Background: an optimization exercise with open tools, aiming at small area, a short achievable clock period and few clock cycles per item. Do not read the settings as production practice. Only simulation tests tie the RTL to the original design; equivalence was not proved. No activity file was given, so power comes from the tool's default toggle rates.

[design/flow/design.v]
module simd_cmp16 (
  input  logic [15:0] a,
  input  logic [15:0] b,
  input  logic [15:0] x,
  output logic        lt,
  output logic        eq
);
  logic [15:0] l0, e0;
  logic [7:0]  l1, e1;
  logic [3:0]  l2, e2;
  logic [1:0]  l3, e3;
  assign l0 = ~a & b;
  assign e0 = ~x;
  for (genvar i = 0; i < 8; i++) begin : g1
    assign l1[i] = l0[2*i+1] | (e0[2*i+1] & l0[2*i]);
    assign e1[i] = e0[2*i+1] & e0[2*i];
  end
  for (genvar i = 0; i < 4; i++) begin : g2
    assign l2[i] = l1[2*i+1] | (e1[2*i+1] & l1[2*i]);
    assign e2[i] = e1[2*i+1] & e1[2*i];
  end
  for (genvar i = 0; i < 2; i++) begin : g3
    assign l3[i] = l2[2*i+1] | (e2[2*i+1] & l2[2*i]);
    assign e3[i] = e2[2*i+1] & e2[2*i];
  end
  assign lt = l3[1] | (e3[1] & l3[0]);
  assign eq = e3[1] & e3[0];
endmodule
module simd_add (
  input  logic [63:0] a, input logic [63:0] p, input logic sub, input logic [2:0] brk,
  output logic [63:0] sum, output logic [3:0] co);
  logic [63:0] g;
  assign g = a & ~p;
  logic [15:0] G [4][5];
  logic [15:0] P [4][5];
  logic [3:0] gq, pq, cin;
  for (genvar q = 0; q < 4; q++) begin : gq_
    assign G[q][0] = g[q*16 +: 16];
    assign P[q][0] = p[q*16 +: 16];
    for (genvar l = 0; l < 4; l++) begin : gl
      for (genvar i = 0; i < 16; i++) begin : gi
        if (((i >> l) & 1) == 1) begin : gc
          localparam int J = ((i >> l) << l) - 1;
          assign G[q][l+1][i] = G[q][l][i] | (P[q][l][i] & G[q][l][J]);
          assign P[q][l+1][i] = P[q][l][i] & P[q][l][J];
        end else begin : gp
          assign G[q][l+1][i] = G[q][l][i];
          assign P[q][l+1][i] = P[q][l][i];
        end
      end
    end
    assign gq[q] = G[q][4][15];
    assign pq[q] = P[q][4][15];
    logic [15:0] c;
    assign c = {G[q][4][14:0] | (P[q][4][14:0] & {15{cin[q]}}), cin[q]};
    assign sum[q*16 +: 16] = p[q*16 +: 16] ^ c;
    assign co[q] = gq[q] | (pq[q] & cin[q]);
  end
  assign cin[0] = sub;
  assign cin[1] = brk[0] ? sub : co[0];
  assign cin[2] = brk[1] ? sub : co[1];
  assign cin[3] = brk[2] ? sub : co[2];
endmodule
module simd_shr (
  input  logic [63:0] d,
  input  logic [5:0]  amt0, amt1, amt2, amt3,
  input  logic [3:0]  fill,
  input  logic [2:0]  brk,
  input  logic        m2,
  output logic [63:0] q
);
  localparam int Q = 16;
  logic [5:0] amt [4];
  assign amt[0] = amt0;
  assign amt[1] = amt1;
  assign amt[2] = amt2;
  assign amt[3] = amt3;
  logic [63:0] st [7];
  assign st[0] = d;
  for (genvar k = 0; k < 6; k++) begin : g_stage
    localparam int D = 1 << k;
    for (genvar i = 0; i < 64; i++) begin : g_bit
      localparam int QI = i / Q;
      localparam int QS = (i + D) / Q;
      logic src;
      if (i + D > 63) begin : g_out
        assign src = fill[QI];
      end else if (QS == QI) begin : g_in
        assign src = st[k][i+D];
      end else if (k == 5) begin : g_k5
        assign src = st[k][i+D];
      end else if (k == 4) begin : g_k4
        if (QI == 1) begin : g_q1
          assign src = m2 ? fill[QI] : st[k][i+D];
        end else begin : g_qo
          assign src = st[k][i+D];
        end
      end else begin : g_lo
        assign src = brk[QI] ? fill[QI] : st[k][i+D];
      end
      assign st[k+1][i] = amt[QI][k] ? src : st[k][i];
    end
  end
  assign q = st[6];
endmodule
module simd_lane_adder (
  input  logic [63:0] a,
  input  logic [63:0] b,
  input  logic [1:0]  mode,
  input  logic [3:0]  op,
  input  logic        hold,
  input  logic [63:0] hq,
  output logic [63:0] res,
  output logic [3:0]  eq,
  output logic [3:0]  slt,
  output logic [3:0]  ult
);
  localparam int Q = 16;
  logic m2, m4;
  assign m2 = (mode == 2'd1);
  assign m4 = (mode == 2'd2);
  logic [2:0] brk;
  assign brk = {m4, m2 | m4, m4};
  function automatic logic [1:0] top_of(input logic m2f, input logic m4f, input int q);
    if (m4f)      top_of = 2'(q);
    else if (m2f) top_of = {q[1], 1'b1};
    else          top_of = 2'd3;
  endfunction
  logic [63:0] x;
  assign x = a ^ b;
  logic [3:0] ltq, eqq, lt_c, eq_c, slt_c, amsb, bmsb;
  for (genvar q = 0; q < 4; q++) begin : g_cmpq
    simd_cmp16 u_c (.a(a[q*Q +: Q]), .b(b[q*Q +: Q]), .x(x[q*Q +: Q]),
                    .lt(ltq[q]), .eq(eqq[q]));
    assign amsb[q] = a[q*Q+Q-1];
    assign bmsb[q] = b[q*Q+Q-1];
    if (q == 0) begin : g_c0
      assign lt_c[q] = ltq[q];
      assign eq_c[q] = eqq[q];
    end else begin : g_cn
      assign lt_c[q] = ltq[q] | (eqq[q] & ~brk[q-1] & lt_c[q-1]);
      assign eq_c[q] = eqq[q] & (brk[q-1] | eq_c[q-1]);
    end
    assign slt_c[q] = (amsb[q] ^ bmsb[q]) ? amsb[q] : lt_c[q];
  end
  assign eq  = m4 ? eq_c  : m2 ? {2'b00, eq_c[3],  eq_c[1]}  : {3'b000, eq_c[3]};
  assign ult = m4 ? lt_c  : m2 ? {2'b00, lt_c[3],  lt_c[1]}  : {3'b000, lt_c[3]};
  assign slt = m4 ? slt_c : m2 ? {2'b00, slt_c[3], slt_c[1]} : {3'b000, slt_c[3]};
  logic        sub;
  logic [63:0] sum;
  logic [3:0]  co, ov;
  assign sub = op[0];    
  simd_add u_add (.a(a), .p(x ^ {64{sub}}), .sub(sub), .brk(brk), .sum(sum), .co(co));
  for (genvar q = 0; q < 4; q++) begin : g_ov
    assign ov[q] = (amsb[q] == (bmsb[q] ^ sub)) & (sum[q*Q+Q-1] != amsb[q]);
  end
  logic        left, arith;
  assign left  = (op == 4'd5);
  assign arith = (op == 4'd7);
  function automatic logic [63:0] rev64(input logic [63:0] v);
    for (int i = 0; i < 64; i++) rev64[i] = v[63-i];
  endfunction
  logic [5:0] amt [4];
  for (genvar q = 0; q < 4; q++) begin : g_amt
    localparam int QR = 3 - q;           
    localparam int HN = q / 2;           
    localparam int HR = 1 - q / 2;       
    logic [5:0] an, ar;
    assign an = m4 ? {2'b00, b[q*Q +: 4]}  : m2 ? {1'b0, b[HN*32 +: 5]} : b[5:0];
    assign ar = m4 ? {2'b00, b[QR*Q +: 4]} : m2 ? {1'b0, b[HR*32 +: 5]} : b[5:0];
    assign amt[q] = left ? ar : an;
  end
  logic [3:0] fill;
  for (genvar q = 0; q < 4; q++) begin : g_fill
    assign fill[q] = arith & (m4 ? amsb[q] : m2 ? amsb[q | 1] : amsb[3]);
  end
  logic [63:0] shr;
  simd_shr u_shr (.d(left ? rev64(a) : a), .amt0(amt[0]), .amt1(amt[1]), .amt2(amt[2]),
                  .amt3(amt[3]), .fill(fill), .brk(brk), .m2(m2), .q(shr));
  logic is_as, is_and, is_or, is_xor, is_sll, is_shr, is_sats, is_addsu, is_subsu, is_mm;
  assign is_as    = (op[3:1] == 3'b000);
  assign is_and   = (op == 4'd2);
  assign is_or    = (op == 4'd3);
  assign is_xor   = (op == 4'd4);
  assign is_sll   = (op == 4'd5);
  assign is_shr   = (op[3:1] == 3'b011);
  assign is_sats  = (op[3:1] == 3'b100);
  assign is_addsu = (op == 4'd10);
  assign is_subsu = (op == 4'd11);
  assign is_mm    = (op[3:2] == 2'b11);
  for (genvar q = 0; q < 4; q++) begin : g_res
    logic [1:0]   t;
    logic         is_top, l_ov, l_co, pick_a, s_msb;
    logic         c_n, c_10, c_01, c_s, c_r, c_l, c_k, c_kt;
    logic [Q-1:0] aq, bq, sq, rq, lq, kq;
    assign t      = top_of(m2, m4, q);
    assign is_top = (t == 2'(q));
    assign aq     = a[q*Q +: Q];
    assign bq     = b[q*Q +: Q];
    assign sq     = sum[q*Q +: Q];
    assign l_ov   = ov[t];
    assign l_co   = co[t];
    assign s_msb  = amsb[t];
    assign pick_a = (op[1] ? lt_c[t] : slt_c[t]) ^ op[0];
    assign c_n  = ~hold & (is_and | is_or | is_mm);
    assign c_10 = ~hold & (is_or | is_xor | (is_mm & pick_a));
    assign c_01 = ~hold & (is_or | is_xor | (is_mm & ~pick_a));
    assign c_s  = ~hold & (is_as | (is_sats & ~l_ov) | (is_addsu & ~l_co) | (is_subsu & l_co));
    assign c_r  = ~hold & is_shr;
    assign c_l  = ~hold & is_sll;
    assign c_k  = ~hold & ((is_sats & l_ov & ~s_msb) | (is_addsu & l_co));
    assign c_kt = ~hold & ((is_sats & l_ov & (is_top ? s_msb : ~s_msb)) | (is_addsu & l_co));
    assign kq = {c_kt, {(Q-1){c_k}}};
    for (genvar i = 0; i < Q; i++) begin : g_bit
      assign rq[i] = ((c_n & aq[i]) & bq[i]) | ((c_10 & aq[i]) & ~bq[i]) | ((c_01 & bq[i]) & ~aq[i])
                   | (sq[i] & c_s) | (shr[q*Q+i] & c_r) | (shr[63-(q*Q+i)] & c_l)
                   | kq[i] | (hq[q*Q+i] & hold);
    end
    assign res[q*Q +: Q] = rq;
  end
endmodule
module simd_alu_pipe #(
  parameter int unsigned WIDTH     = 64,
  parameter int unsigned LANES_MAX = 4
) (
  input  logic             clk,
  input  logic             rst,
  input  logic             in_valid,
  output logic             in_ready,
  input  logic [WIDTH-1:0] a,
  input  logic [WIDTH-1:0] b,
  input  logic [1:0]       lane_mode,
  input  logic [3:0]       op,
  output logic             out_valid,
  input  logic             out_ready,
  output logic [WIDTH-1:0] result,
  output logic [LANES_MAX-1:0] eq,
  output logic [LANES_MAX-1:0] slt,
  output logic [LANES_MAX-1:0] ult
);
  logic        v;
  logic [63:0] res_d;
  logic [3:0]  eq_d, slt_d, ult_d;
  assign in_ready  = ~v | out_ready;
  assign out_valid = v;
  simd_lane_adder u_dp (
    .a(a), .b(b), .mode(lane_mode), .op(op), .hold(~in_ready), .hq(result),
    .res(res_d), .eq(eq_d), .slt(slt_d), .ult(ult_d)
  );
  always_ff @(posedge clk or posedge rst) begin
    if (rst) v <= 1'b0;
    else if (in_ready) v <= in_valid;
  end
  always_ff @(posedge clk) begin
    result <= res_d;
    if (in_ready) begin
      eq  <= eq_d;
      slt <= slt_d;
      ult <= ult_d;
    end
  end
endmodule
[design/flow/run.sh]
#!/bin/bash
# synth_recipe.tcl (not shown) runs the flow's synth.tcl, then flattens the netlist and writes it again
# the make line also repeats each setting of config.mk as NAME=value (left out here)
make -C /OpenROAD-flow-scripts/flow DESIGN_CONFIG=/design/flow/config.mk WORK_HOME=/design/flow/orfs CLKGATE_MAP_FILE= SYNTH_SCRIPT=/design/flow/synth_recipe.tcl finish
[design/flow/config.mk]
export PLATFORM = sky130hd
export DESIGN_NAME = simd_alu_pipe
export DESIGN_NICKNAME = simd_alu_pipe
export VERILOG_FILES = /design/flow/design.v
export SDC_FILE = /design/flow/constraint.sdc
export NUM_CORES = 4
export LEC_CHECK = 0
export ABC_AREA = 1
export CAP_MARGIN = 20
export CORE_MARGIN = 2
export CORE_UTILIZATION = 40
export SLEW_MARGIN = 20
[design/flow/constraint.sdc]
create_clock -name core_clock -period 11.0 [get_ports {clk}]
set_input_delay 2.2000 -clock core_clock [delete_from_list [all_inputs] [get_ports {clk}]]
set_output_delay 2.2000 -clock core_clock [all_outputs]
set_load 0.01 [all_outputs]
==> metrics.log, run 1 <==
[metrics] via count of the first global-routing pass: 20000
[metrics] number of remaining DRC errors: 0
[metrics] effective utilization at floorplan: 0.404
[metrics] synthesis-to-finish area growth: 16.0%
[metrics] data arrival time of the critical path: 8100 ps
[metrics] maximum fanout count along the critical path: 67
[metrics] Overflow after GRT: 0
[metrics] count of routing violations after the opening detailed-route iteration: 3114
[metrics] dominant synthesized flop cell: sky130_fd_sc_hd__dfxtp_1
[metrics] Fmax: 127 MHz
[metrics] CTS H-tree depth: 3
[metrics] vias: 22200
[metrics] fraction of final layout cells sized beyond drive strength 1: 0.0495
[metrics] Mapped Area: 16400 um2
[metrics] power density over the cells: 122 nW/um2
[metrics] cts bufs inserted: 9
[metrics] Port-buffer cells: 215
[metrics] share of synthesized area occupied by flip-flops and latches: 0.102
[metrics] row cnt: 74
[metrics] die width: 207 um
[metrics] global-route wire length before repair: 129000 um
[metrics] GRT Util Overall: 0.412
[metrics] async set or reset register ratio after synthesis: 0.0130
[metrics] worst hold path type: reg -> reg
[metrics] number of synthesized flops with an enable pin: 12
[metrics] fraction of the mapped netlist area in simple logic gates: 0.380
[metrics] startpoint types: primary input
[metrics] min Tclk post-route: 7870 ps
[metrics] Clk pin slew, worst setup/hold paths: 70 ps
[metrics] total clock sinks: 77
[metrics] post-cts gate resize count: 0
[metrics] weighted congestion at the end of routability-driven global placement: 1.11
[metrics] mean instance size in the synthesized netlist: 5.47 um2
[metrics] endpoint class of the critical path: flop
[metrics] unrepaired setup endpoints after global routing: no
[metrics] hold-fix buffer count after cts: 0
[metrics] leakage power of the design: 0.00903 uW
[metrics] die area: 42600 um2
[metrics] vias per inst: 6.09
[metrics] setup_tns: 0 ps
[metrics] synthesized flop and latch total: 77
[metrics] CORE AREA: 40600 um2
[metrics] Total Nets Final: 3307
[metrics] Worst Hold Slack: 585 ps
[metrics] run status: finished clean
[metrics] initial antenna violation count: 4
[metrics] root buffer selected by CTS: sky130_fd_sc_hd__clkbuf_16
[metrics] Post-Synth XOR/XNOR Area: 0.0571
[metrics] Pwr Total: 2320 uW
[metrics] Total Routed Length: 90300 um
[metrics] clock tree from TritonCTS: yes
[metrics] final period utilization: 0.716
[metrics] Worst Tran Pin Value: 1090 ps
[metrics] maximum number of pins on one net before global-route repair: 68
[metrics] top-level I/O count: 216
[metrics] wire length per cell after detailed routing: 24.8 um
[metrics] clock insertion delay at the later pin of the skew report: 390 ps
[metrics] final worst clock skew: 5.76 ps
[metrics] number of distinct library cell variants in the gate-level netlist after synthesis: 66
[metrics] utilization of the core after routing: 0.468
[metrics] maximum number of buffers from clock root to sink: 2
[metrics] number of warnings reported in the yosys synthesis log: 10
[metrics] final number of setup-violating endpoints: 0
[metrics] die height: 207 um
[metrics] number of nets still failing antenna checks after routing: 0
[metrics] number of endpoints with negative hold slack in the final report: 0
[metrics] Max Cap Viol: 0
[metrics] share of synthesized cell area in full adder, half adder and majority cells: 0.0503
[metrics] combinational family with the most area after synthesis: simple AND/OR/NAND/NOR gates
[metrics] post-synthesis net count: 3201
[metrics] number of instances in the synthesized netlist: 2997
[metrics] worst setup path category: in -> reg
[metrics] Synth Area in Compound Gates: 0.275
[metrics] worst relative slew slack: 0.272
[metrics] mux share of post-synthesis cell area: 0.0153
[metrics] setup bufs post-CTS: 0
[metrics] Worst Path Required: 11230 ps
[metrics] Pre-Repair DR Iteration Count: 6
[metrics] Detail Placement HPWL: 72800 um
[metrics] Max Transition Viols Final: 0
[metrics] IR drop worst, VDD: 0.0817 mV
[metrics] # fillers: 4475
-- registers in the layout, indices dropped and copies added (netlist names) --
register,count
result,64
eq,4
slt,4
ult,4
v,1
-- logic make-up after synthesis --
logic type                 Yosys count
adders and majority gates           66
and+or+nand+nor                   1455
muxes                               25
DFF                                 77
AOI/OAI and AO/OA                  808
buffers and inverters              471
xor gates and xnor gates            95
-- critical path: stages --
cell	delay (ps)
sky130_fd_sc_hd__clkdlybuf4s50_1	640
sky130_fd_sc_hd__clkinv_1	340
sky130_fd_sc_hd__nand4_4	450
sky130_fd_sc_hd__buf_4	660
sky130_fd_sc_hd__o21ai_0	530
sky130_fd_sc_hd__o21ai_1	300
sky130_fd_sc_hd__nand2_1	70
sky130_fd_sc_hd__o21ai_1	140
sky130_fd_sc_hd__nand2_1	70
sky130_fd_sc_hd__o21ai_1	180
sky130_fd_sc_hd__o21ai_1	150
sky130_fd_sc_hd__a22oi_1	300
sky130_fd_sc_hd__o21ai_1	250
sky130_fd_sc_hd__o21ai_1	380
sky130_fd_sc_hd__nor2_1	90
sky130_fd_sc_hd__a211oi_1	900
sky130_fd_sc_hd__nand2_1	110
sky130_fd_sc_hd__nor2_1	120
sky130_fd_sc_hd__nand3_1	140
-- synth_stat cells, types with 37 or more instances --
cell,count,share of area
sky130_fd_sc_hd__o21ai_0,291,0.089
sky130_fd_sc_hd__ha_1,66,0.050
sky130_fd_sc_hd__a21oi_1,160,0.049
sky130_fd_sc_hd__dfxtp_1,64,0.078
sky130_fd_sc_hd__o21ai_1,187,0.057
sky130_fd_sc_hd__nand3_1,253,0.077
sky130_fd_sc_hd__a211oi_1,37,0.017
sky130_fd_sc_hd__buf_2,46,0.014
sky130_fd_sc_hd__inv_1,295,0.068
sky130_fd_sc_hd__clkbuf_1,75,0.017
sky130_fd_sc_hd__nor2_1,276,0.063
sky130_fd_sc_hd__xor2_1,63,0.034
sky130_fd_sc_hd__nand2_1,794,0.18
-- cells in the final DEF, fill, tap and decap left out, drive strengths merged, types with 12 or more instances in the layout --
cell | Yosys | routed
a211oi | 37 | 37
a21oi | 162 | 162
a31oi | 14 | 14
buf | 76 | 32
clkdlybuf4s50 | 0 | 214
dfxtp | 64 | 64
edfxtp | 12 | 12
ha | 66 | 66
inv | 313 | 315
mux2i | 25 | 25
nand2 | 811 | 811
nand3 | 265 | 265
nand3b | 25 | 25
nand4 | 26 | 26
nor2 | 281 | 281
nor3 | 15 | 15
o211ai | 31 | 31
o21ai | 488 | 488
o22ai | 17 | 17
o31ai | 12 | 12
or2 | 22 | 22
xnor2 | 21 | 21
xor2 | 74 | 74
-- layer usage --
metal  vias to the layer above  wire [um]  GRT usage
li1                      10200          -          -
met1                     10300      38700      0.584
met2                      1428      36200      0.583
met3                       201      11900      0.127
met4                         2       3370      0.141
met5                         -         11          0
-- area by class of cell --
cell class                 count  area (um2)  share of cell area
antenna                        2        5.00            0.000263
clock buffer                   9         225              0.0118
clock inverter                 7        98.8             0.00520
inverter                     320        1200              0.0633
multi-input combinational   2449       12800               0.672
sequential                    77        1670              0.0876
tap                          532         666              0.0350
timing repair buffer         246        2380               0.125
-- through the flow --
step / instance area [um2] / setup WS [ps] / instances
floorplan: 16400 / 5620 / 2997
global placement: 18700 / 2990 / 3624
detailed placement: 18700 / 3050 / 3624
CTS: 19000 / 3450 / 3640
global route: 19000 / 3040 / 3640
finish: 19000 / 3130 / 3642
-- final timing paths --
path	end	depth (start not counted)	slack, ps	startpoint
worst max-delay path	result[41]	19	3130	op[1]
worst min-delay path	result[38]	4	580	result[38]
worst max register to register	result[41]	10	7510	v
worst min register to register	result[38]	4	580	result[38]
max in group asynchronous	v	2	8970	rst
min in group asynchronous	v	2	1940	rst
-- power by group --
| part | switching (uW) | leakage [uW] | total (uW) | internal [uW] |
|---|---|---|---|---|
| Sequential | 77.4 | 0.000679 | 432 | 355 |
| Combinational | 1010 | 0.00819 | 1520 | 514 |
| Clock | 165 | 0.000156 | 365 | 200 |
| Total | 1250 | 0.00903 | 2320 | 1070 |
Testbench counts, summed over its fixed seeds: cycles 16,008, items 16,000.
==> inputs of run 2 (changes only) <==
--- a/design/flow/config.mk
+++ b/design/flow/config.mk
@@ -9,4 +9,5 @@
 export CAP_MARGIN = 20
 export CORE_MARGIN = 2
 export CORE_UTILIZATION = 40
+export SETUP_SLACK_MARGIN = 5
 export SLEW_MARGIN = 20
==> run 2 against run 1 <==
  * Now fails the layout checks on max-capacitance violations, max-slew violations
  * Sequential cell count is the same
  * Non-clock buffer count up 65
  * Clock power hardly changed
  * Sequential share of layout area shrank 0.91 points
  * Critical endpoint is now result[43]
  * Largest cell class unchanged
==> metrics.log, run 2 <==
[metrics] Port-buffer cells: 215
[metrics] most common cell after layout, fill and taps aside: sky130_fd_sc_hd__nand2_1
[metrics] startpoint types: primary input
[metrics] CORE AREA: 40600 um2
[metrics] root buffer selected by CTS: sky130_fd_sc_hd__clkbuf_16
[metrics] effective utilization at floorplan: 0.404
[metrics] Yosys top cell area share: 0.182
[metrics] vias: 23000
[metrics] synthesis-to-finish area growth: 29.4%
[metrics] die width: 207 um
[metrics] final worst clock skew: 4.15 ps
[metrics] worst setup path category: in -> reg
[metrics] initial antenna violation count: 4
[metrics] Detail Placement HPWL: 72800 um
[metrics] flip-flop count of the largest register after layout: 64
[metrics] worst stage delay on the critical path: 610 ps
[metrics] final number of setup-violating endpoints: 0
[metrics] top-level I/O count: 216
[metrics] ordered cell list for the critical path: clkdlybuf4s50_1 -> inv_2 -> ha_4 -> buf_4 -> nor2_4 -> inv_1 -> nor2_4 -> buf_4 -> inv_1 -> buf_4 -> nand2_1 -> o22ai_4 -> nor2_1 -> a211oi_4 -> nand2_1 -> nor2_1 -> nand3_1
[metrics] final period utilization: 0.549
[metrics] clock insertion delay at the later pin of the skew report: 390 ps
[metrics] power density over the cells: 118 nW/um2
[metrics] cell repeated most along the worst path: sky130_fd_sc_hd__buf_4
[metrics] Overflow after GRT: 0
[metrics] CTS H-tree depth: 3
[metrics] Max Transition Viols Final: 10
[metrics] maximum number of pins on one net before global-route repair: 69
[metrics] commonest cells in the synthesized netlist: 794 x sky130_fd_sc_hd__nand2_1, 295 x sky130_fd_sc_hd__inv_1, 291 x sky130_fd_sc_hd__o21ai_0
[metrics] die height: 207 um
[metrics] Total Routed Length: 95300 um
[metrics] unrepaired setup endpoints after global routing: yes
[metrics] buffers plus inverters on the worst setup path: 7
[metrics] cts bufs inserted: 9
[metrics] vias per inst: 6.19
[metrics] total clock sinks: 77
[metrics] dominant synthesized flop cell: sky130_fd_sc_hd__dfxtp_1
[metrics] Max Cap Viol: 1
[metrics] pre-CTS WS: 3050 ps
[metrics] number of nets still failing antenna checks after routing: 0
[metrics] clock tree from TritonCTS: yes
[metrics] top-count cell post-synth: sky130_fd_sc_hd__nand2_1
[metrics] synthesized flop and latch total: 77
[metrics] highest-count cells in the layout ignoring fill and taps: 767 x sky130_fd_sc_hd__nand2_1, 282 x sky130_fd_sc_hd__inv_1, 259 x sky130_fd_sc_hd__nor2_1
[metrics] number of instances in the synthesized netlist: 2997
[metrics] wire length per cell after detailed routing: 25.6 um
[metrics] Fmax: 166 MHz
[metrics] post-synthesis net count: 3201
[metrics] weighted congestion at the end of routability-driven global placement: 1.11
[metrics] min Tclk post-route: 6040 ps
[metrics] Biggest register: result
[metrics] die area: 42600 um2
[metrics] endpoint class of the critical path: flop
[metrics] utilization of the core after routing: 0.522
[metrics] maximum number of buffers from clock root to sink: 2
[metrics] number of distinct library cell variants in the gate-level netlist after synthesis: 66
[metrics] Worst Hold Slack: 583 ps
[metrics] Worst Tran Pin Value: 1640 ps
[metrics] Clk pin slew, worst setup/hold paths: 70 ps
[metrics] number of endpoints with negative hold slack in the final report: 0
[metrics] GRT Util Overall: 0.424
[metrics] number of synthesized flops with an enable pin: 12
[metrics] Top delay family on crit path: buffers and inverters
[metrics] post-layout worst setup margin: 4960 ps
[metrics] Synth area leader: sky130_fd_sc_hd__nand2_1
[metrics] global-route wire length before repair: 133000 um
[metrics] Mapped Area: 16400 um2
[metrics] run status: failed layout checks
[metrics] IR drop worst, VDD: 0.0793 mV
[metrics] Total Nets Final: 3384
[metrics] fraction of final layout cells sized beyond drive strength 1: 0.130
[metrics] Worst Path Required: 11250 ps
[metrics] hold-fix buffer count after cts: 0
[metrics] maximum fanout count along the critical path: 43
[metrics] number of warnings reported in the yosys synthesis log: 10
[metrics] async set or reset register ratio after synthesis: 0.0130
[metrics] worst hold path type: reg -> reg
[metrics] share of synthesized area occupied by flip-flops and latches: 0.102
[metrics] Final Cell Area: 21200 um2
[metrics] ranking of synthesized cells by area: sky130_fd_sc_hd__nand2_1 18%, sky130_fd_sc_hd__o21ai_0 8.9%, sky130_fd_sc_hd__dfxtp_1 7.8%
[metrics] Pre-Repair DR Iteration Count: 8
[metrics] instance area after placement: 18700 um2
[metrics] Crit-path slowest cell: sky130_fd_sc_hd__buf_4
[metrics] Failing Checks: max-capacitance violations, max-slew violations
[metrics] number of remaining DRC errors: 0
[metrics] data arrival time of the critical path: 6290 ps
[metrics] count of routing violations after the opening detailed-route iteration: 3461
[metrics] setup_tns: 0 ps
[metrics] mean instance size in the synthesized netlist: 5.47 um2
[metrics] row cnt: 74
[metrics] worst relative slew slack: -0.0936
[metrics] leakage power of the design: 0.00997 uW
[metrics] via count of the first global-routing pass: 20500
run 2: layout make-up:
class / count / area, um2
Sequential cell: 77 / 1670
Clock buffer: 9 / 225
Clock inverter: 7 / 98.8
Timing Repair inverter: 3 / 18.8
Timing Repair Buffer: 311 / 3130
Fill cell: 4279 / 19400
Inverter: 320 / 1250
Tap cell: 532 / 666
Multi-Input combinational cell: 2458 / 14200
Antenna cell: 1 / 2.50
run 2: through the flow:
step | std cells | power, uW
finish | 3718 | 2500
global route | 3717 | 2610
floorplan | 2997 | 1280
detailed placement | 3624 | 1890
CTS | 3670 | 2330
global placement | 3624 | 1890
run 2: report_power, final:
group	total [uW]	leakage [uW]	internal [uW]	switching [uW]
Combinational	1710	0.00914	604	1100
Sequential	435	0.000679	355	80.0
Clock	364	0.000156	200	163
Total	2500	0.00997	1160	1340
run 2: path summary, 6_finish.rpt:
kind | to | start | slack, ps | cells past startpoint
worst max register to register | result[54] | v | 7550 | 11
worst min-delay path | result[38] | result[38] | 580 | 4
worst min register to register | result[38] | result[38] | 580 | 4
min in group asynchronous | v | rst | 1940 | 2
worst max-delay path | result[43] | lane_mode[1] | 4960 | 17
max in group asynchronous | v | rst | 8960 | 2
run 2: layer usage:
layer  vias to the layer above  part of all wire  GRT usage  wire length [um]
met3                       249              0.14      0.137             13600
met4                         8             0.041      0.149              3890
met5                         -           0.00054          0                51
met1                     10800              0.41      0.597             39500
li1                      10400                 -          -                 -
met2                      1522              0.40      0.598             38200
run 2: cell families (layout without fill, tap and decap cells):
| kind of cell | count (synthesis) | count (layout) | synth area share |
|---|---|---|---|
| AOI/OAI and AO/OA | 808 | 810 | 0.275 |
| and+or+nand+nor | 1455 | 1462 | 0.380 |
| other | 0 | 1 | 0 |
| DFF | 77 | 77 | 0.102 |
| xor gates and xnor gates | 95 | 95 | 0.0571 |
| adders and majority gates | 66 | 66 | 0.0503 |
| buffers and inverters | 471 | 650 | 0.122 |
| muxes | 25 | 25 | 0.0153 |
run 2: worst min-delay path: stages, from the launching register on:
cell and delay [ps]:
sky130_fd_sc_hd__dfxtp_1 330, sky130_fd_sc_hd__a211oi_1 80, sky130_fd_sc_hd__nand2_1 60, sky130_fd_sc_hd__nor2_1 30, sky130_fd_sc_hd__nand3_1 50
run 2: repair_timing:
item / 4_1_cts / 5_1_grt
setup buffers: 24 / 38
gates resized for setup: 176 / 216
cloned: 6 / 9
pin swaps: 15 / 41
setup endpoints to repair: 65 / 65
==> inputs of run 3 (changes only) <==
--- a/design/flow/config.mk
+++ b/design/flow/config.mk
@@ -6,8 +6,8 @@
 export NUM_CORES = 4
 export LEC_CHECK = 0
 export ABC_AREA = 1
-export CAP_MARGIN = 20
+export CAP_MARGIN = 40
 export CORE_MARGIN = 2
 export CORE_UTILIZATION = 40
 export SETUP_SLACK_MARGIN = 5
-export SLEW_MARGIN = 20
+export SLEW_MARGIN = 40
==> run 3 against run 2 <==
  * The run now finishes clean
  * Combinational power decreased by 2%
  * Cell count decreased by 0.40%
  * Via count decreased by 1.0%
  * Maximum frequency increased by 1.8%
  * Clock-buffer cell count unchanged
  * Sequential share of layout area increased by 0.14 points
  * Area after synthesis unchanged
  * Power increased by 0.31%
  * Critical path depth increased by 8
  * Hold slack improved by 15 ps
  * Critical endpoint is now result[41]
  * Largest power group unchanged
==> metrics.log, run 3 <==
[metrics] Overflow after GRT: 0
[metrics] setup_tns: 0 ps
[metrics] logic gate share of total power: 0.664
[metrics] maximum fanout count along the critical path: 16
[metrics] row cnt: 74
[metrics] hold-fix buffer count after cts: 0
[metrics] dominant synthesized flop cell: sky130_fd_sc_hd__dfxtp_1
[metrics] final worst clock skew: 5.11 ps
[metrics] proportion of total power due to net switching: 0.526
[metrics] leakage power of the design: 0.00982 uW
[metrics] Worst Path Required: 11240 ps
[metrics] number of warnings reported in the yosys synthesis log: 10
[metrics] number of nets still failing antenna checks after routing: 0
[metrics] ranking of synthesized cells by area: sky130_fd_sc_hd__nand2_1 18%, sky130_fd_sc_hd__o21ai_0 8.9%, sky130_fd_sc_hd__dfxtp_1 7.8%
[metrics] async set or reset register ratio after synthesis: 0.0130
[metrics] startpoint types: primary input
[metrics] Mapped Area: 16400 um2
[metrics] top-count cell post-synth: sky130_fd_sc_hd__nand2_1
[metrics] min Tclk post-route: 5940 ps
[metrics] cts bufs inserted: 9
[metrics] Port-buffer cells: 215
[metrics] Detail Placement HPWL: 72800 um
[metrics] number of remaining DRC errors: 0
[metrics] flip-flop count of the largest register after layout: 64
[metrics] Max Cap Viol: 0
[metrics] final period utilization: 0.540
[metrics] commonest cells in the synthesized netlist: 794 x sky130_fd_sc_hd__nand2_1, 295 x sky130_fd_sc_hd__inv_1, 291 x sky130_fd_sc_hd__o21ai_0
[metrics] final number of setup-violating endpoints: 0
[metrics] maximum number of buffers from clock root to sink: 2
[metrics] most common cell after layout, fill and taps aside: sky130_fd_sc_hd__nand2_1
[metrics] Total Routed Length: 94200 um
[metrics] Total Nets Final: 3368
[metrics] post-layout worst setup margin: 5060 ps
[metrics] CORE AREA: 40600 um2
[metrics] GRT Util Overall: 0.426
[metrics] cell-internal power: 1190 uW
[metrics] run status: finished clean
[metrics] share of synthesized area occupied by flip-flops and latches: 0.102
[metrics] Max Transition Viols Final: 0
[metrics] vias: 22800
[metrics] synthesized flop and latch total: 77
[metrics] Pwr Total: 2510 uW
[metrics] wire length per cell after detailed routing: 25.4 um
[metrics] synthesis-to-finish area growth: 27.2%
[metrics] unrepaired setup endpoints after global routing: yes
[metrics] Clk pin slew, worst setup/hold paths: 70 ps
[metrics] power density over the cells: 120 nW/um2
[metrics] Biggest register: result
[metrics] highest-count cells in the layout ignoring fill and taps: 773 x sky130_fd_sc_hd__nand2_1, 284 x sky130_fd_sc_hd__inv_1, 263 x sky130_fd_sc_hd__nor2_1
[metrics] weighted congestion at the end of routability-driven global placement: 1.11
[metrics] effective utilization at floorplan: 0.404
[metrics] global-route wire length before repair: 134000 um
[metrics] Fmax: 168 MHz
[metrics] vias per inst: 6.15
[metrics] utilization of the core after routing: 0.513
[metrics] data arrival time of the critical path: 6170 ps
[metrics] die area: 42600 um2
[metrics] clock insertion delay at the later pin of the skew report: 380 ps
[metrics] number of instances in the synthesized netlist: 2997
[metrics] maximum number of pins on one net before global-route repair: 69
[metrics] relative contribution of sequential cells to total power: 0.172
[metrics] clock tree from TritonCTS: yes
[metrics] number of endpoints with negative hold slack in the final report: 0
[metrics] clock group share of total power: 0.164
[metrics] fraction of final layout cells sized beyond drive strength 1: 0.116
[metrics] IR drop worst, VDD: 0.0823 mV
[metrics] worst setup path category: in -> reg
[metrics] pre-CTS WS: 3190 ps
[metrics] initial antenna violation count: 4
[metrics] die height: 207 um
[metrics] via count of the first global-routing pass: 20500
[metrics] number of distinct library cell variants in the gate-level netlist after synthesis: 66
[metrics] Worst Tran Pin Value: 874 ps
[metrics] total clock sinks: 77
[metrics] post-synthesis net count: 3201
[metrics] Synth area leader: sky130_fd_sc_hd__nand2_1
[metrics] worst hold path type: reg -> reg
[metrics] CTS H-tree depth: 3
[metrics] power spent charging and discharging nets: 1320 uW
[metrics] Yosys top cell area share: 0.182
[metrics] die width: 207 um
[metrics] mean instance size in the synthesized netlist: 5.47 um2
[metrics] Pre-Repair DR Iteration Count: 6
[metrics] number of synthesized flops with an enable pin: 12
[metrics] top-level I/O count: 216
[metrics] count of routing violations after the opening detailed-route iteration: 3390
[metrics] root buffer selected by CTS: sky130_fd_sc_hd__clkbuf_16
[metrics] worst relative slew slack: 0.411
[metrics] endpoint class of the critical path: flop
==> run 3: cell count changes in the layout (fill, tap and decap cells not counted), moves of 5 or more <==
cell	previous run	this run
sky130_fd_sc_hd__nand3_1	240	248
sky130_fd_sc_hd__nand2_8	6	1
sky130_fd_sc_hd__nand2_1	767	773
sky130_fd_sc_hd__o21ai_1	195	190
sky130_fd_sc_hd__nand3_2	24	16
sky130_fd_sc_hd__o21ai_0	243	256
sky130_fd_sc_hd__buf_4	77	60
sky130_fd_sc_hd__dlymetal6s2s_1	25	20
==> run 3: critical path, stage by stage <==
cell                              delay [ps]
sky130_fd_sc_hd__clkdlybuf4s50_1         690
sky130_fd_sc_hd__inv_1                   190
sky130_fd_sc_hd__nand2_1                 110
sky130_fd_sc_hd__o211ai_1                170
sky130_fd_sc_hd__nand2_2                 190
sky130_fd_sc_hd__buf_12                  130
sky130_fd_sc_hd__o21ai_4                 120
sky130_fd_sc_hd__nand2_1                  90
sky130_fd_sc_hd__o21ai_0                  70
sky130_fd_sc_hd__inv_1                    90
sky130_fd_sc_hd__nand2_1                  80
sky130_fd_sc_hd__o21ai_2                 100
sky130_fd_sc_hd__nand2_1                 120
sky130_fd_sc_hd__o21ai_1                 110
sky130_fd_sc_hd__inv_1                    90
sky130_fd_sc_hd__nand2_1                  60
sky130_fd_sc_hd__o21ai_1                 100
sky130_fd_sc_hd__o21ai_0                 170
sky130_fd_sc_hd__inv_1                   130
sky130_fd_sc_hd__o22ai_4                 270
sky130_fd_sc_hd__nor2_1                  110
sky130_fd_sc_hd__a211oi_4                420
sky130_fd_sc_hd__nand2_1                 100
sky130_fd_sc_hd__nor2_1                   90
sky130_fd_sc_hd__nand3_1                 140
==> run 3: per-layer routing <==
layer	track usage	vias to the layer above	routed length, um
met5	0	-	13
met4	0.144	2	3640
met3	0.126	239	12400
met2	0.608	1482	38000
met1	0.605	10600	40100
li1	-	10400	-
==> run 3: area by class of cell <==
class	count	area [um2]
Fill cell	4279	19800
Multi-Input combinational cell	2458	13900
Timing Repair Buffer	297	3020
Sequential cell	77	1670
Inverter	320	1250
Tap cell	532	666
Clock buffer	9	225
Clock inverter	7	146
Timing Repair inverter	1	5.00
Antenna cell	2	5.00
==> run 3: power by group through the flow <==
stage	clock network (uW)	logic, uW	registers [uW]
3_5_place_dp	0	1460	430
4_1_cts	409	1540	427
5_1_grt	418	1770	432
2_1_floorplan	0	858	424
3_3_place_gp	0	1460	433
6_report	411	1670	433
==> run 3: stage by stage <==
stage	instances	instance area, um2	hold slack (ps)
2_1_floorplan	2997	16400	586
3_3_place_gp	3624	18700	553
3_5_place_dp	3624	18700	571
4_1_cts	3675	20000	586
5_1_grt	3701	20900	634
6_report	3703	20900	598
==> run 3: worst paths after layout <==
check,cells past startpoint,end,startpoint,slack [ps]
max in group asynchronous,2,v,rst,8960
min reg2reg,4,result[38],result[38],600
max reg2reg,11,result[4],v,7670
min in group asynchronous,2,v,rst,1950
max,25,result[41],b[32],5060
min,4,result[38],result[38],600
==> run 3: logic make-up after synthesis <==
logic type	after synthesis	synth area share
AO/OA/AOI/OAI	808	0.275
XOR/XNOR	95	0.0571
adder cells (fa/ha/maj)	66	0.0503
buffers and inverters	471	0.122
flip-flops	77	0.102
multiplexers	25	0.0153
AND/OR/NAND/NOR	1455	0.380
==> run 3: what timing repair did <==
item                       CTS  global route
setup endpoints to repair   65            65
resized for setup          176           142
pin swaps                   13            23
gates cloned                 8             5
buffers inserted            27            20
==> inputs of run 4 (changes only) <==
==> design/flow/flow/run.sh (new file) <==
#!/bin/bash
# The standard layout (standard.sh, with the standard synthesis), except
# that the ports are buffered with sky130_fd_sc_hd__buf_1 cells, which timing
# repair may then resize, instead of the cell buffer_ports picks by default.
# make's output goes to make.log here; each ORFS step logs under orfs/logs.
set -euo pipefail
bash standard.sh 'BUFFER_PORTS_ARGS=-buffer_cell sky130_fd_sc_hd__buf_1' finish > make.log 2>&1
==> design/flow/standard.sh (new file) <==
#!/bin/bash
# synth_recipe.tcl (not shown) runs the flow's synth.tcl, then flattens the netlist and writes it again
# the make line also repeats each setting of config.mk as NAME=value (left out here)
make -C /OpenROAD-flow-scripts/flow DESIGN_CONFIG=/design/flow/config.mk WORK_HOME=/design/flow/orfs CLKGATE_MAP_FILE= SYNTH_SCRIPT=/design/flow/synth_recipe.tcl "${@:-finish}"
removed: design/flow/run.sh
==> run 4 against run 3 <==
  * Area after synthesis did not move
  * Die area did not move
  * Clock power fell by 24%
  * Sequential cell count did not move
==> metrics.log, run 4 <==
[metrics] fraction of final layout cells sized beyond drive strength 1: 0.0974
[metrics] leakage power of the design: 0.00886 uW
[metrics] maximum number of pins on one net before global-route repair: 81
[metrics] weighted congestion at the end of routability-driven global placement: 1.05
[metrics] Synth area leader: sky130_fd_sc_hd__nand2_1
[metrics] number of endpoints with negative hold slack in the final report: 0
[metrics] Total Nets Final: 3350
[metrics] startpoint types: primary input
[metrics] Detail Placement HPWL: 72800 um
[metrics] clock tree from TritonCTS: yes
[metrics] Overflow after GRT: 0
[metrics] effective utilization at floorplan: 0.404
[metrics] worst relative slew slack: 0.403
[metrics] maximum number of buffers from clock root to sink: 2
[metrics] worst hold path type: reg -> reg
[metrics] worst setup path end: result[38]
[metrics] Biggest register: result
[metrics] number of instances in the synthesized netlist: 2997
[metrics] buffers plus inverters on the worst setup path: 3
[metrics] global-route wire length before repair: 129000 um
[metrics] Total Routed Length: 91500 um
[metrics] root buffer selected by CTS: sky130_fd_sc_hd__clkbuf_16
[metrics] power density over the cells: 121 nW/um2
[metrics] min Tclk post-route: 5920 ps
[metrics] FF-to-FF Start: v
[metrics] Worst Hold Slack: 587 ps
[metrics] via count of the first global-routing pass: 19700
[metrics] async set or reset register ratio after synthesis: 0.0130
[metrics] unrepaired setup endpoints after global routing: yes
[metrics] Max Cap Viol: 0
[metrics] worst stage delay on the critical path: 510 ps
[metrics] Fmax: 169 MHz
[metrics] number of synthesized flops with an enable pin: 12
[metrics] synthesis-to-finish area growth: 14.3%
[metrics] share of synthesized area occupied by flip-flops and latches: 0.102
[metrics] GRT Util Overall: 0.414
[metrics] setup_tns: 0 ps
[metrics] final period utilization: 0.538
[metrics] ordered cell list for the critical path: buf_12 -> buf_8 -> nand4_4 -> buf_12 -> o21ai_1 -> o21ai_0 -> o211ai_1 -> o21ai_0 -> nand2_1 -> nand3_1 -> o21ai_1 -> o21ai_2 -> o21ai_2 -> nor2_1 -> a211oi_2 -> nand2_1 -> nor2_1 -> nand3_1
[metrics] number of remaining DRC errors: 0
[metrics] Crit-path slowest cell: sky130_fd_sc_hd__o21ai_1
[metrics] flip-flop count of the largest register after layout: 64
[metrics] top-count cell post-synth: sky130_fd_sc_hd__nand2_1
[metrics] Pwr Total: 2270 uW
[metrics] vias per inst: 6.06
[metrics] Worst Tran Pin Value: 896 ps
[metrics] final number of setup-violating endpoints: 0
[metrics] number of warnings reported in the yosys synthesis log: 10
[metrics] die width: 207 um
[metrics] clock insertion delay at the later pin of the skew report: 400 ps
[metrics] CTS H-tree depth: 3
[metrics] highest-count cells in the layout ignoring fill and taps: 783 x sky130_fd_sc_hd__nand2_1, 289 x sky130_fd_sc_hd__inv_1, 271 x sky130_fd_sc_hd__nor2_1
[metrics] data arrival time of the critical path: 6190 ps
[metrics] Reg2Reg Setup Slack: 7280 ps
[metrics] post-synthesis net count: 3201
[metrics] final worst clock skew: 6.33 ps
[metrics] total clock sinks: 77
[metrics] most common cell after layout, fill and taps aside: sky130_fd_sc_hd__nand2_1
[metrics] wire length per cell after detailed routing: 24.8 um
[metrics] cells on worst reg2reg path: 12
[metrics] worst setup path category: in -> reg
[metrics] instance area after placement: 17400 um2
[metrics] Pre-Repair DR Iteration Count: 7
[metrics] row cnt: 74
[metrics] Port-buffer cells: 215
[metrics] startpoint of the most critical setup path: op[0]
[metrics] HP Start: result[13]
[metrics] maximum fanout count along the critical path: 80
[metrics] Yosys top cell area share: 0.182
[metrics] capturing point of the worst reg2reg path: result[46]
[metrics] Clk pin slew, worst setup/hold paths: 80 ps
[metrics] die area: 42600 um2
[metrics] dominant synthesized flop cell: sky130_fd_sc_hd__dfxtp_1
[metrics] Final Cell Area: 18700 um2
[metrics] commonest cells in the synthesized netlist: 794 x sky130_fd_sc_hd__nand2_1, 295 x sky130_fd_sc_hd__inv_1, 291 x sky130_fd_sc_hd__o21ai_0
[metrics] top-level I/O count: 216
[metrics] number of nets still failing antenna checks after routing: 0
[metrics] initial antenna violation count: 6
[metrics] run status: finished clean
[metrics] count of routing violations after the opening detailed-route iteration: 2974
[metrics] synthesized flop and latch total: 77
[metrics] logic depth of the worst setup path including buffers: 18
[metrics] vias: 22300
[metrics] mean instance size in the synthesized netlist: 5.47 um2
[metrics] CORE AREA: 40600 um2
[metrics] Top delay family on crit path: compound AO/OA/AOI/OAI gates
[metrics] hold-fix buffer count after cts: 0
[metrics] endpoint class of the critical path: flop
[metrics] Max Transition Viols Final: 0
[metrics] die height: 207 um
[metrics] Worst Path Required: 11270 ps
[metrics] number of distinct library cell variants in the gate-level netlist after synthesis: 66
[metrics] cts bufs inserted: 9
[metrics] Mapped Area: 16400 um2
[metrics] IR drop worst, VDD: 0.106 mV
[metrics] ranking of synthesized cells by area: sky130_fd_sc_hd__nand2_1 18%, sky130_fd_sc_hd__o21ai_0 8.9%, sky130_fd_sc_hd__dfxtp_1 7.8%
-- run 4: cell counts after synthesis --
No cell type changed its count.
-- run 4: power breakdown --
group | switching (uW) | internal (uW)
clock | 161 | 153
combinational | 1060 | 459
sequential | 80.5 | 355
-- run 4: how the worst min path moves through the flow --
| stage | endpoint | depth (start not counted) |
|---|---|---|
| 2_1_floorplan | result[38] | 4 |
| 3_3_place_gp | result[13] | 4 |
| 3_5_place_dp | result[13] | 4 |
| 4_1_cts | result[13] | 4 |
| 5_1_grt | result[25] | 4 |
| 6_report | result[13] | 4 |
-- run 4: routing by layer --
layer | GRT usage | routed length (um) | vias up
met2 | 0.583 | 37000 | 1341
met5 | 0.00230 | 127 | -
met1 | 0.594 | 39200 | 10400
met3 | 0.124 | 11900 | 201
met4 | 0.134 | 3220 | 6
li1 | - | - | 10300
-- run 4: cells by family after synthesis --
group / share of synthesized area
buf+inv: 0.122
flops: 0.102
fa+ha+maj: 0.0503
xor+xnor: 0.0571
compound gates: 0.275
simple gates: 0.380
mux: 0.0153
-- run 4: per-stage QoR --
step	util	setup WS (ps)	cells
after floorplan	-	5620	2997
after global placement	0.428	3590	3628
after detailed placement	0.428	3610	3629
after CTS	0.443	5000	3655
after global routing	0.461	4950	3685
final	0.461	5080	3685
-- run 4: cell type report --
cell class	count	area (um2)
Clock inverter	4	26.3
Antenna cell	2	5.00
Sequential cell	77	1670
Multi-Input combinational cell	2450	13400
Tap cell	532	666
Clock buffer	12	236
Inverter	320	1220
Fill cell	4654	21900
Timing Repair Buffer	288	1540
-- run 4: worst min-delay path: stages (launching register included) --
cell,delay (ps)
sky130_fd_sc_hd__dfxtp_1,340
sky130_fd_sc_hd__a21oi_1,60
sky130_fd_sc_hd__nand2_1,60
sky130_fd_sc_hd__nor2_1,40
sky130_fd_sc_hd__nand3_1,70
-- run 4: what timing repair did --
action / 4_1_cts / 5_1_grt
cloned: 0 / 1
setup buffers: 10 / 27
endpoints found under the setup margin: 64 / 64
pin swaps: 4 / 28
resized for setup: 74 / 133
==> inputs of run 5 (changes only) <==
--- a/design/flow/config.mk
+++ b/design/flow/config.mk
@@ -6,8 +6,9 @@
 export NUM_CORES = 4
 export LEC_CHECK = 0
 export ABC_AREA = 1
-export CAP_MARGIN = 40
+export CAP_MARGIN = 20
 export CORE_MARGIN = 2
 export CORE_UTILIZATION = 40
+export CTS_BUF_LIST = sky130_fd_sc_hd__clkbuf_4 sky130_fd_sc_hd__clkbuf_8
 export SETUP_SLACK_MARGIN = 5
-export SLEW_MARGIN = 40
+export SLEW_MARGIN = 20
==> run 5 against run 4 <==
  * Still clean
  * Synthesized cell count is the same
  * First-iteration DRC count down 0.64%
  * Critical path depth grew 2
  * Combinational power is essentially flat
  * Cell count decreased by 0.11%
  * Sequential cell count stayed put
  * Global-route usage is 0.12 points lower
  * Largest cell class unchanged
==> metrics.log, run 5 <==
[metrics] run status: finished clean
[metrics] share of synthesized area occupied by flip-flops and latches: 0.102
[metrics] effective utilization at floorplan: 0.404
[metrics] cell repeated most along the worst path: sky130_fd_sc_hd__o21ai_1
[metrics] initial antenna violation count: 6
[metrics] Overflow after GRT: 0
[metrics] number of warnings reported in the yosys synthesis log: 10
[metrics] via count of the first global-routing pass: 19600
[metrics] global-route wire length before repair: 128000 um
[metrics] startpoint types: primary input
[metrics] data arrival time of the critical path: 6270 ps
[metrics] Synth area leader: sky130_fd_sc_hd__nand2_1
[metrics] Reg2Reg Setup Slack: 7120 ps
[metrics] weighted congestion at the end of routability-driven global placement: 1.05
[metrics] mean instance size in the synthesized netlist: 5.47 um2
[metrics] Worst Path Required: 11360 ps
[metrics] setup_tns: 0 ps
[metrics] clock insertion delay at the later pin of the skew report: 450 ps
[metrics] final number of setup-violating endpoints: 0
[metrics] clock tree from TritonCTS: yes
[metrics] clock group share of total power: 0.113
[metrics] endpoint class of the critical path: flop
[metrics] ranking of synthesized cells by area: sky130_fd_sc_hd__nand2_1 18%, sky130_fd_sc_hd__o21ai_0 8.9%, sky130_fd_sc_hd__dfxtp_1 7.8%
[metrics] ordered cell list for the critical path: buf_1 -> inv_1 -> ha_1 -> buf_12 -> nor2_1 -> o22ai_1 -> o21ai_1 -> o21ai_4 -> buf_4 -> nand2_1 -> o21ai_1 -> o21ai_1 -> a22oi_2 -> o21ai_1 -> o21ai_2 -> nor2_1 -> a211oi_2 -> nand3_1 -> a21oi_1 -> nand2_1
[metrics] number of nets still failing antenna checks after routing: 0
[metrics] power spent charging and discharging nets: 1280 uW
[metrics] worst setup path category: in -> reg
[metrics] count of routing violations after the opening detailed-route iteration: 2955
[metrics] Pre-Repair DR Iteration Count: 10
[metrics] number of instances in the synthesized netlist: 2997
[metrics] # fillers: 4654
[metrics] power density over the cells: 118 nW/um2
[metrics] worst hold path type: reg -> reg
[metrics] Fmax: 169 MHz
[metrics] async set or reset register ratio after synthesis: 0.0130
[metrics] Pwr Total: 2180 uW
[metrics] most common cell after layout, fill and taps aside: sky130_fd_sc_hd__nand2_1
[metrics] total clock sinks: 77
[metrics] die width: 207 um
[metrics] Top delay family on crit path: compound AO/OA/AOI/OAI gates
[metrics] relative contribution of sequential cells to total power: 0.199
[metrics] maximum number of buffers from clock root to sink: 2
[metrics] row cnt: 74
[metrics] synthesis-to-finish area growth: 12.7%
[metrics] Crit-path slowest cell: sky130_fd_sc_hd__a211oi_2
[metrics] logic depth of the worst setup path including buffers: 20
[metrics] IR drop worst, VDD: 0.0757 mV
[metrics] instance area after placement: 17400 um2
[metrics] Yosys top cell area share: 0.182
[metrics] min Tclk post-route: 5910 ps
[metrics] Biggest register: result
[metrics] commonest cells in the synthesized netlist: 794 x sky130_fd_sc_hd__nand2_1, 295 x sky130_fd_sc_hd__inv_1, 291 x sky130_fd_sc_hd__o21ai_0
[metrics] number of distinct library cell variants in the gate-level netlist after synthesis: 66
[metrics] final period utilization: 0.537
[metrics] logic gate share of total power: 0.688
[metrics] unrepaired setup endpoints after global routing: no
[metrics] final worst clock skew: 11.2 ps
[metrics] buffers plus inverters on the worst setup path: 4
[metrics] pre-CTS WS: 3600 ps
[metrics] post-synthesis net count: 3201
[metrics] Detail Placement HPWL: 72700 um
[metrics] Max Cap Viol: 0
[metrics] highest-count cells in the layout ignoring fill and taps: 783 x sky130_fd_sc_hd__nand2_1, 290 x sky130_fd_sc_hd__inv_1, 270 x sky130_fd_sc_hd__nor2_1
[metrics] CTS H-tree depth: 3
[metrics] leakage power of the design: 0.00877 uW
[metrics] CORE AREA: 40600 um2
[metrics] fraction of final layout cells sized beyond drive strength 1: 0.0919
[metrics] worst relative slew slack: 0.0918
[metrics] cts bufs inserted: 9
[metrics] cells on worst reg2reg path: 12
[metrics] vias: 22200
[metrics] hold-fix buffer count after cts: 0
[metrics] die area: 42600 um2
[metrics] root buffer selected by CTS: sky130_fd_sc_hd__clkbuf_8
[metrics] Total Nets Final: 3344
[metrics] vias per inst: 6.04
[metrics] number of synthesized flops with an enable pin: 12
[metrics] cell-internal power: 897 uW
[metrics] dominant synthesized flop cell: sky130_fd_sc_hd__dfxtp_1
[metrics] Port-buffer cells: 215
[metrics] number of remaining DRC errors: 0
[metrics] post-layout worst setup margin: 5090 ps
[metrics] wire length per cell after detailed routing: 24.6 um
[metrics] worst stage delay on the critical path: 400 ps
[metrics] Worst Hold Depth: 4
[metrics] Clk pin slew, worst setup/hold paths: 100 ps
[metrics] flip-flop count of the largest register after layout: 64
[metrics] number of endpoints with negative hold slack in the final report: 0
[metrics] Mapped Area: 16400 um2
[metrics] GRT Util Overall: 0.413
[metrics] top-count cell post-synth: sky130_fd_sc_hd__nand2_1
[metrics] Total Routed Length: 90700 um
[metrics] maximum fanout count along the critical path: 49
[metrics] synthesized flop and latch total: 77
[metrics] die height: 207 um
[metrics] proportion of total power due to net switching: 0.588
[metrics] maximum number of pins on one net before global-route repair: 81
[metrics] Final Cell Area: 18500 um2
[metrics] Max Transition Viols Final: 0
[metrics] Worst Tran Pin Value: 1360 ps
[metrics] top-level I/O count: 216
## run 5: cell counts after synthesis
Identical to the previous run, type by type.
## run 5: worst paths after layout
check | start | to
setup / recovery | lane_mode[0] | result[54]
hold / removal | result[25] | result[25]
setup reg to reg | v | result[55]
hold reg to reg | result[25] | result[25]
max in group asynchronous | rst | v
min in group asynchronous | rst | v
## run 5: power groups by stage
stage | clock network (uW) | registers [uW] | logic [uW]
finish | 246 | 433 | 1500
global route | 252 | 431 | 1610
CTS | 243 | 424 | 1400
detailed placement | 0 | 428 | 1360
global placement | 0 | 431 | 1360
floorplan | 0 | 424 | 858
## run 5: cells by family (layout without fill, tap and decap cells)
kind of cell               Yosys count  after routing  share of synthesized area
and+or+nand+nor                   1455           1456                      0.380
AOI/OAI and AO/OA                  808            808                      0.275
buffers and inverters              471            618                      0.122
xor gates and xnor gates            95             95                     0.0571
DFF                                 77             77                      0.102
adders and majority gates           66             66                     0.0503
muxes                               25             25                     0.0153
other                                0              4                          0
## run 5: what timing repair did
action | CTS | global route
cloned | 0 | 1
pin swaps | 4 | 18
buffers inserted | 16 | 16
setup endpoints to repair | 64 | 64
gates resized for setup | 64 | 125
## run 5: worst reg2reg max path, stage by stage (launching register included)
cell and delay [ps]:
sky130_fd_sc_hd__dfrtp_1 360, sky130_fd_sc_hd__inv_1 60, sky130_fd_sc_hd__nor2_4 80, sky130_fd_sc_hd__buf_4 500
sky130_fd_sc_hd__nor2_1 390, sky130_fd_sc_hd__buf_4 270, sky130_fd_sc_hd__inv_1 690, sky130_fd_sc_hd__buf_4 560
sky130_fd_sc_hd__nor2_1 180, sky130_fd_sc_hd__a211oi_2 390, sky130_fd_sc_hd__nand3_1 120, sky130_fd_sc_hd__a21oi_1 130
sky130_fd_sc_hd__nand2_1 60
## run 5: layer usage
metal	share of wire	global-route usage	routed length, um	up-vias
met5	0.00041	0.0104	37	-
met4	0.034	0.131	3130	2
met3	0.13	0.134	12200	192
met2	0.40	0.587	36600	1308
met1	0.43	0.582	38700	10400
li1	-	-	-	10300
## run 5: stage by stage
step,hold WS [ps],instances,utilization
2_1_floorplan,586,2997,-
3_3_place_gp,558,3628,0.428
3_5_place_dp,558,3628,0.428
4_1_cts,584,3660,0.441
5_1_grt,642,3678,0.455
6_report,588,3681,0.455
## run 5: area by class of cell
cell class / count / area [um2] / share of cell area
Inverter: 320 / 1230 / 0.0665
Antenna cell: 4 / 10.0 / 0.000541
Sequential cell: 77 / 1670 / 0.0901
Multi-Input combinational cell: 2450 / 13300 / 0.718
Tap cell: 532 / 666 / 0.0360
Clock buffer: 12 / 153 / 0.00826
Timing Repair Buffer: 282 / 1460 / 0.0789
Clock inverter: 4 / 26.3 / 0.00142
==> inputs of run 6 (changes only) <==
--- a/design/flow/config.mk
+++ b/design/flow/config.mk
@@ -10,5 +10,6 @@
 export CORE_MARGIN = 2
 export CORE_UTILIZATION = 40
 export CTS_BUF_LIST = sky130_fd_sc_hd__clkbuf_4 sky130_fd_sc_hd__clkbuf_8
+export PLACE_DENSITY = 0.7
 export SETUP_SLACK_MARGIN = 5
 export SLEW_MARGIN = 20
==> run 6 against run 5 <==
  * Still clean
  * Setup slack worse by 17 ps
  * Core utilization down 0.76 points
  * Clock-buffer cell count down 2
  * First-iteration DRC count up 15%
  * Critical path depth up 4
  * Clock skew up 13 ps
  * Wire length down 13%
  * Area after synthesis unchanged
  * Register-to-register slack better by 200 ps
  * Sequential cell count unchanged
  * Sequential share of layout area up 0.15 points
  * Synthesized cell count unchanged
==> metrics.log, run 6 <==
[metrics] power density over the cells: 114 nW/um2
[metrics] Clk pin slew, worst setup/hold paths: 120 ps
[metrics] min Tclk post-route: 5930 ps
[metrics] fraction of the mapped netlist area in simple logic gates: 0.380
[metrics] global-route wire length before repair: 113000 um
[metrics] worst relative slew slack: 0.388
[metrics] Post-Synth XOR/XNOR Area: 0.0571
[metrics] CORE AREA: 40600 um2
[metrics] top-level I/O count: 216
[metrics] number of remaining DRC errors: 0
[metrics] endpoint class of the critical path: flop
[metrics] die area: 42600 um2
[metrics] via count of the first global-routing pass: 18900
[metrics] Reg2Reg Setup Slack: 7320 ps
[metrics] synthesis-to-finish area growth: 10.8%
[metrics] Synth Area in Compound Gates: 0.275
[metrics] mean instance size in the synthesized netlist: 5.47 um2
[metrics] final number of setup-violating endpoints: 0
[metrics] fraction of final layout cells sized beyond drive strength 1: 0.0737
[metrics] Worst Tran Pin Value: 911 ps
[metrics] Max Transition Viols Final: 0
[metrics] wire length per cell after detailed routing: 21.6 um
[metrics] setup_tns: 0 ps
[metrics] maximum number of buffers from clock root to sink: 2
[metrics] Worst Hold Depth: 4
[metrics] Synth area leader: sky130_fd_sc_hd__nand2_1
[metrics] Worst Path Required: 11290 ps
[metrics] number of warnings reported in the yosys synthesis log: 10
[metrics] number of endpoints with negative hold slack in the final report: 0
[metrics] number of instances in the synthesized netlist: 2997
[metrics] maximum number of pins on one net before global-route repair: 72
[metrics] clock insertion delay at the later pin of the skew report: 430 ps
[metrics] top-count cell post-synth: sky130_fd_sc_hd__nand2_1
[metrics] Yosys top cell area share: 0.182
[metrics] startpoint types: primary input
[metrics] cts bufs inserted: 9
[metrics] number of distinct library cell variants in the gate-level netlist after synthesis: 66
[metrics] maximum fanout count along the critical path: 49
[metrics] post-synthesis net count: 3201
[metrics] ranking of synthesized cells by area: sky130_fd_sc_hd__nand2_1 18%, sky130_fd_sc_hd__o21ai_0 8.9%, sky130_fd_sc_hd__dfxtp_1 7.8%
[metrics] mux share of post-synthesis cell area: 0.0153
[metrics] highest-count cells in the layout ignoring fill and taps: 785 x sky130_fd_sc_hd__nand2_1, 290 x sky130_fd_sc_hd__inv_1, 274 x sky130_fd_sc_hd__o21ai_0
[metrics] buffers plus inverters on the worst setup path: 7
[metrics] Total Routed Length: 79000 um
[metrics] die height: 207 um
[metrics] HP Start: result[26]
[metrics] dominant synthesized flop cell: sky130_fd_sc_hd__dfxtp_1
[metrics] unrepaired setup endpoints after global routing: yes
[metrics] worst setup path category: in -> reg
[metrics] cell repeated most along the worst path: sky130_fd_sc_hd__o21ai_0
[metrics] Fmax: 169 MHz
[metrics] share of synthesized cell area in full adder, half adder and majority cells: 0.0503
[metrics] GRT Util Overall: 0.354
[metrics] capturing point of the worst reg2reg path: result[36]
[metrics] run status: finished clean
[metrics] Max Cap Viol: 0
[metrics] Top delay family on crit path: compound AO/OA/AOI/OAI gates
[metrics] Biggest register: result
[metrics] final period utilization: 0.539
[metrics] synthesized flop and latch total: 77
[metrics] vias per inst: 5.92
[metrics] data arrival time of the critical path: 6220 ps
[metrics] die width: 207 um
[metrics] Mapped Area: 16400 um2
[metrics] clock tree from TritonCTS: yes
[metrics] Port-buffer cells: 215
[metrics] IR drop worst, VDD: 0.0552 mV
[metrics] initial antenna violation count: 0
[metrics] worst stage delay on the critical path: 510 ps
[metrics] cells on worst reg2reg path: 12
[metrics] worst hold path type: reg -> reg
[metrics] worst-case hold path end point: result[26]
[metrics] Overflow after GRT: 0
[metrics] root buffer selected by CTS: sky130_fd_sc_hd__clkbuf_8
[metrics] count of routing violations after the opening detailed-route iteration: 3404
[metrics] leakage power of the design: 0.00865 uW
[metrics] Pre-Repair DR Iteration Count: 8
[metrics] flip-flop count of the largest register after layout: 64
[metrics] share of synthesized area occupied by flip-flops and latches: 0.102
[metrics] commonest cells in the synthesized netlist: 794 x sky130_fd_sc_hd__nand2_1, 295 x sky130_fd_sc_hd__inv_1, 291 x sky130_fd_sc_hd__o21ai_0
[metrics] Crit-path slowest cell: sky130_fd_sc_hd__o21ai_1
[metrics] final worst clock skew: 24.6 ps
[metrics] effective utilization at floorplan: 0.404
[metrics] Diodes inserted: 0
[metrics] most common cell after layout, fill and taps aside: sky130_fd_sc_hd__nand2_1
[metrics] # fillers: 4496
[metrics] CTS H-tree depth: 3
[metrics] Seq. cell area: 1670 um2
[metrics] Detail Placement HPWL: 62500 um
[metrics] vias: 21700
[metrics] Total Nets Final: 3332
[metrics] row cnt: 74
[metrics] weighted congestion at the end of routability-driven global placement: 1.08
[metrics] async set or reset register ratio after synthesis: 0.0130
[metrics] total clock sinks: 77
[metrics] FF-to-FF Start: v
[metrics] ordered cell list for the critical path: buf_1 -> inv_1 -> ha_1 -> buf_12 -> inv_1 -> clkbuf_8 -> o211ai_1 -> buf_4 -> nand2_1 -> o21ai_2 -> buf_6 -> o21ai_0 -> nand2_1 -> o21ai_1 -> o21ai_0 -> o21ai_1 -> o21ai_0 -> o21ai_0 -> o21ai_1 -> nor2_1 -> nor2_1 -> nand2_1 -> nor2_1 -> nand3_1
[metrics] area used by multi-input combinational logic: 13100 um2
[metrics] Worst Hold Slack: 612 ps
[metrics] number of synthesized flops with an enable pin: 12
[metrics] combinational family with the most area after synthesis: simple AND/OR/NAND/NOR gates
[metrics] hold-fix buffer count after cts: 0
[metrics] number of nets still failing antenna checks after routing: 0
==> run 6: cell count changes in the layout (fill, tap and decap cells not counted), moves of 6 or more <==
cell	before	now
sky130_fd_sc_hd__buf_1	198	207
sky130_fd_sc_hd__a211oi_1	22	28
sky130_fd_sc_hd__clkbuf_2	16	6
sky130_fd_sc_hd__buf_4	54	45
sky130_fd_sc_hd__o21ai_2	31	19
sky130_fd_sc_hd__o21ai_0	255	274
sky130_fd_sc_hd__o21ai_1	195	189
==> run 6: stage by stage <==
step / utilization / power [uW] / instance area [um2] / cells / setup slack (ps)
global route: 0.447 / 2190 / 18200 / 3665 / 4840
detailed placement: 0.427 / 1710 / 17300 / 3624 / 3800
global placement: 0.427 / 1720 / 17300 / 3624 / 3830
finish: 0.447 / 2070 / 18200 / 3665 / 5070
CTS: 0.436 / 1970 / 17700 / 3647 / 5000
floorplan: - / 1280 / 16400 / 2997 / 5620
==> run 6: how the worst max path moves through the flow <==
stage | from | end | slack, ps | cells after the start
2_1_floorplan | a[15] | result[59] | 5620 | 23
3_3_place_gp | op[0] | result[38] | 3830 | 20
3_5_place_dp | op[0] | result[36] | 3800 | 19
4_1_cts | lane_mode[1] | result[56] | 5000 | 28
5_1_grt | lane_mode[0] | result[56] | 4840 | 29
6_report | lane_mode[0] | result[36] | 5070 | 24
==> run 6: power by group <==
group          internal [uW]  switching, uW
Clock                    107            145
Sequential               355           76.5
Combinational            427            960
Total                    889           1180
==> run 6: cells by family after synthesis <==
logic type                 count (synthesis)
xor gates and xnor gates                  95
adders and majority gates                 66
DFF                                       77
buffers and inverters                    471
AOI/OAI and AO/OA                        808
muxes                                     25
and+or+nand+nor                         1455
==> run 6: timing repair <==
action | in CTS | in global routing
gates resized for setup | 29 | 87
gates cloned | 0 | 1
endpoints found under the hold margin | 0 | 0
setup endpoints to repair | 65 | 65
pin swaps | 3 | 4
setup buffers | 7 | 17
==> run 6: area by class of cell <==
cell class,instances,share of cell area
tap,532,0.0366
clock buffer,10,0.00723
clock inverter,6,0.00344
multi-input combinational,2450,0.720
sequential,77,0.0917
timing repair buffer,270,0.0728
inverter,320,0.0678
==> run 6: worst register-to-register path, delay by kind of cell (launching register included) <==
kind                   cells  cell delay, ps
DFF                        1             400
buffers and inverters      6            2290
AOI/OAI and AO/OA          3             730
and+or+nand+nor            3             180
==> run 6: layer usage <==
| layer | track usage | wire, um |
|---|---|---|
| met1 | 0.481 | 31800 |
| met2 | 0.513 | 32500 |
| met5 | 0 | 0 |
| met4 | 0.181 | 4650 |
| met3 | 0.0878 | 10000 |

static timing again, ports no longer ideal:
The flow's constraints put no driver on any port. The routed layouts listed below were extracted and timed again, unchanged, in two steps.
Step 1 sets driving cells, clkbuf_16 on the clock port and buf_2 on the other inputs (assumed; they add their load-dependent delay and slew).
Step 2 adds t to the input delays and takes it off the output delays; t is the mean of the earliest and latest rising clock arrival at the registers after step 1. Input paths then give back, and output paths get back, about the clock's delay inside the block.
a / b / c = no drivers / after step 1 / after step 2; a / b = the first two.
| run | shift t [ns] | slack for setup (ns) | clock arrival spread, ns | worst register clock-pin slew, ns | cell pins on the clock port's net |
|---|---|---|---|---|---|
| run 1 | 0.438 | 3.128 / 3.140 / 2.702 | 0.006 / 0.006 | 0.07 / 0.07 | 1 |
| run 2 | 0.437 | 4.959 / 4.991 / 4.554 | 0.009 / 0.008 | 0.08 / 0.08 | 1 |
| run 3 | 0.432 | 5.063 / 5.052 / 4.660 | 0.007 / 0.007 | 0.08 / 0.08 | 1 |
| run 4 | 0.449 | 5.080 / 5.066 / 4.618 | 0.008 / 0.007 | 0.08 / 0.08 | 1 |
| run 5 | 0.502 | 5.090 / 5.121 / 4.619 | 0.019 / 0.019 | 0.11 / 0.11 | 1 |
| run 6 | 0.470 | 5.074 / 5.099 / 4.629 | 0.025 / 0.025 | 0.12 / 0.12 | 1 |
The setup slack of run 5, which loses most, moves by +0.031 ns with the drivers and by -0.471 ns with both steps.
